Source: an optimization exercise on an open RTL-to-GDS flow (aim: small area). Production flows keep margins and buffers that such runs may drop.
Function was checked by simulation only, so behaviour that the tests miss may differ from the original.
Power is estimated from default activity; no workload was simulated.

// tsdc_top
module tsdc_top
(
    input  logic        clk,
    input  logic        rst_n,
    input  logic        psel,
    input  logic        penable,
    input  logic        pwrite,
    input  logic [4:0]  paddr,
    input  logic [63:0] pwdata,
    output logic [63:0] prdata,
    output logic        pready,
    input  logic        src_valid,
    output logic        src_stall,
    input  logic [7:0]  src_data,
    input  logic        src_eos,
    output logic        res_valid,
    input  logic        res_stall,
    output logic [1:0]  res_type,
    output logic [63:0] res_sequence,
    output logic [31:0] res_kind,
    output logic [31:0] res_flags,
    output logic [34:0] res_size,
    output logic [7:0]  res_payload,
    output logic        res_last,
    output logic [3:0]  res_error
);
    localparam logic [1:0] PH_FILE = 2'd0;
    localparam logic [1:0] PH_REC  = 2'd1;
    localparam logic [1:0] PH_PAY  = 2'd2;
    localparam logic [1:0] PH_HALT = 2'd3;
    localparam logic [1:0] T_HDR = 2'd0;
    localparam logic [1:0] T_PAY = 2'd1;
    localparam logic [1:0] T_ERR = 2'd2;
    localparam logic [63:0] MAGIC  = 64'h4352_5447_4244_5452;
    localparam logic [31:0] ENDIAN = 32'h0102_0304;
    logic [34:0] cfg_max;
    logic [15:0] cfg_major;
    logic [15:0] cfg_minor;
    logic [34:0] max_q;
    logic [15:0] major_q;
    logic [15:0] minor_q;
    logic        max_w, major_w, minor_w;
    logic        cfg_wr;
    assign cfg_wr = psel && penable && pwrite;
  ...
For scale: roughly 1,300 cells after synthesis, roughly 370 flip-flops, roughly 15,000 um2 of cells after synthesis.
==> flow/config.mk <==
export PLATFORM = sky130hd
export DESIGN_NAME = tsdc_top
export DESIGN_NICKNAME = tsdc_top
export VERILOG_FILES = /design/flow/design.v
export SDC_FILE = /design/flow/constraint.sdc
export NUM_CORES = 4
export LEC_CHECK = 0
export CAP_MARGIN = 20
export CORE_MARGIN = 2
export CORE_UTILIZATION = 40
export SLEW_MARGIN = 20
==> flow/constraint.sdc <==
create_clock -name core_clock -period 8.0 [get_ports {clk}]
set_input_delay 1.6000 -clock core_clock [delete_from_list [all_inputs] [get_ports {clk}]]
set_output_delay 1.6000 -clock core_clock [all_outputs]
set_load 0.01 [all_outputs]
standard.sh (not shown) runs the stock make flow with config.mk's settings and CLKGATE_MAP_FILE= SYNTH_SCRIPT=/design/flow/synth_recipe.tcl, a recipe that flattens the netlist after the stock synthesis.
==> flow/flow/run.sh <==
#!/bin/bash
# The standard layout with four changes:
#  - synthesis maps the logic with flow/abc_area.script, an area-oriented
#    version of ORFS's abc_speed.script (more &dch/&syn4/&nf rounds, &nf with
#    delay relaxation, no buffering or upsizing); everything else in
#    synthesis is the standard synthesis, so the registers are the same;
#  - the port buffers are buf_1 cells instead of the resizer's default pick;
#  - clock tree synthesis uses clkbuf_4 cells on small sink clusters without
#    dummy loads;
#  - the floorplan keeps synthesis's single tie-low and tie-high cells instead
#    of giving each constant output its own (SKIP_REPAIR_TIE_FANOUT).
# Each step's output goes to a log file of its own in this folder.
set -euo pipefail
W=$(pwd)
rm -rf "$W/scripts_area"
cp -r "$FLOW_HOME/scripts" "$W/scripts_area"
cp "$W/flow/abc_area.script" "$W/scripts_area/abc_speed.script"
export SKIP_REPAIR_TIE_FANOUT=1
export BUFFER_PORTS_ARGS="-buffer_cell sky130_fd_sc_hd__buf_1"
export CTS_ARGS="-sink_clustering_enable -repair_clock_nets -dont_use_dummy_load -buf_list sky130_fd_sc_hd__clkbuf_4 -sink_clustering_size 9 -sink_clustering_max_diameter 40"
bash standard.sh SCRIPTS_DIR="$W/scripts_area" synth > synth.log 2>&1
bash standard.sh finish > layout.log 2>&1
==> flow/flow/abc_area.script <==
&get -n
&st
&dch
&nf -R 1000 -p
&st
&syn2
&if -g -K 6
&synch2
&nf -R 1000 -p
&st
&syn2
&if -g -K 6
&synch2
&nf -R 1000 -p
&st
&syn2
&if -g -K 6
&synch2
&nf -R 1000 -p
&st
&syn2
&if -g -K 6
&synch2
&nf -R 1000 -p
&st
&syn2
&if -g -K 6
&synch2
&nf -R 1000 -p
&st
&dch -f
&nf -R 1000 -p
&st
&dch -f
&nf -R 1000 -p
&st
&dch -f
&nf -R 1000 -p
&st
&dch -f
&nf -R 1000 -p
&st
&dch -f
&nf -R 1000 -p
&st
&dch -f
&nf -R 1000 -p
&st
&dch -f
&nf -R 1000 -p
&st
&dch -f
&nf -R 1000 -p
&st
&syn4
&dch -f
&nf -R 1000 -p
&st
&syn4
&dch -f
&nf -R 1000 -p
&st
&syn4
&dch -f
&nf -R 1000 -p
&st
&syn4
&dch -f
&nf -R 1000 -p
&st
&syn4
&dch -f
&nf -R 1000 -p
&st
&syn4
&dch -f
&nf -R 1000 -p
&st
&syn4
&dch -f
&nf -R 1000 -p
&st
&syn4
&dch -f
&nf -R 1000 -p
&put
topo
stime -c
dnsize -c
The first run went through all stages and came out clean.
==> next run, changes <==
--- a/flow/flow/run.sh
+++ b/flow/flow/run.sh
@@ -2 +2 @@
-# The standard layout with four changes:
+# The standard layout with three changes:
@@ -9,3 +9 @@
-#    dummy loads;
-#  - the floorplan keeps synthesis's single tie-low and tie-high cells instead
-#    of giving each constant output its own (SKIP_REPAIR_TIE_FANOUT).
+#    dummy loads.
@@ -18 +15,0 @@
-export SKIP_REPAIR_TIE_FANOUT=1
What happened:
- setup slack gains 170 ps
- sequential share of layout area shrinks by 0.37 points
- design area grows by 0.68%
- die area stays the same
- register-to-register slack gains 170 ps
- non-clock buffer count shrinks by 1
- wire length grows by 0.47%
- critical path depth grows by 4
- area after synthesis is unchanged
- total power grows by 0.66%
- global-route usage grows by 0.14 points
==> next run, changes <==
--- a/flow/flow/run.sh
+++ b/flow/flow/run.sh
@@ -15,0 +16 @@
+export SKIP_REPAIR_TIE_FANOUT=1
Non-clock buffer count goes up by 1.
Clock skew went up by 20 ps.
Synthesized area does not change.
Cell count falls slightly.
Maximum frequency drops by a few percent.
Count of clock-buffer cells in the layout drops by 2.
Routed wire length goes down slightly.

==> afterwards: timing with drivers on the ports <==
The results above use ideal ports. As a check the final layouts listed here were re-extracted and re-timed, cells and wires unchanged.
Step 1: set_driving_cell puts a clkbuf_16 on clk and a buf_2 on each other input, an assumption about the parent block.
Step 2 also shifts input and output timing later by t, the mid clock arrival at the registers, as if the neighbouring blocks saw the same clock.
Slacks: ideal ports / drivers / drivers and shift; pairs: ideal ports / drivers.
run	shift t [ns]	slack for setup (ns)	hold slack, ns	worst setup path at the end	cell pins on the clock port's net
the first run	0.797	0.767 / 0.766 / 0.766	0.431 / 0.431 / 0.431	register to register	1
the second run	0.800	0.936 / 0.936 / 0.936	0.438 / 0.438 / 0.438	register to register	1
the third run	0.797	0.767 / 0.766 / 0.766	0.431 / 0.431 / 0.431	register to register	1
After both steps every run listed still meets setup and hold.
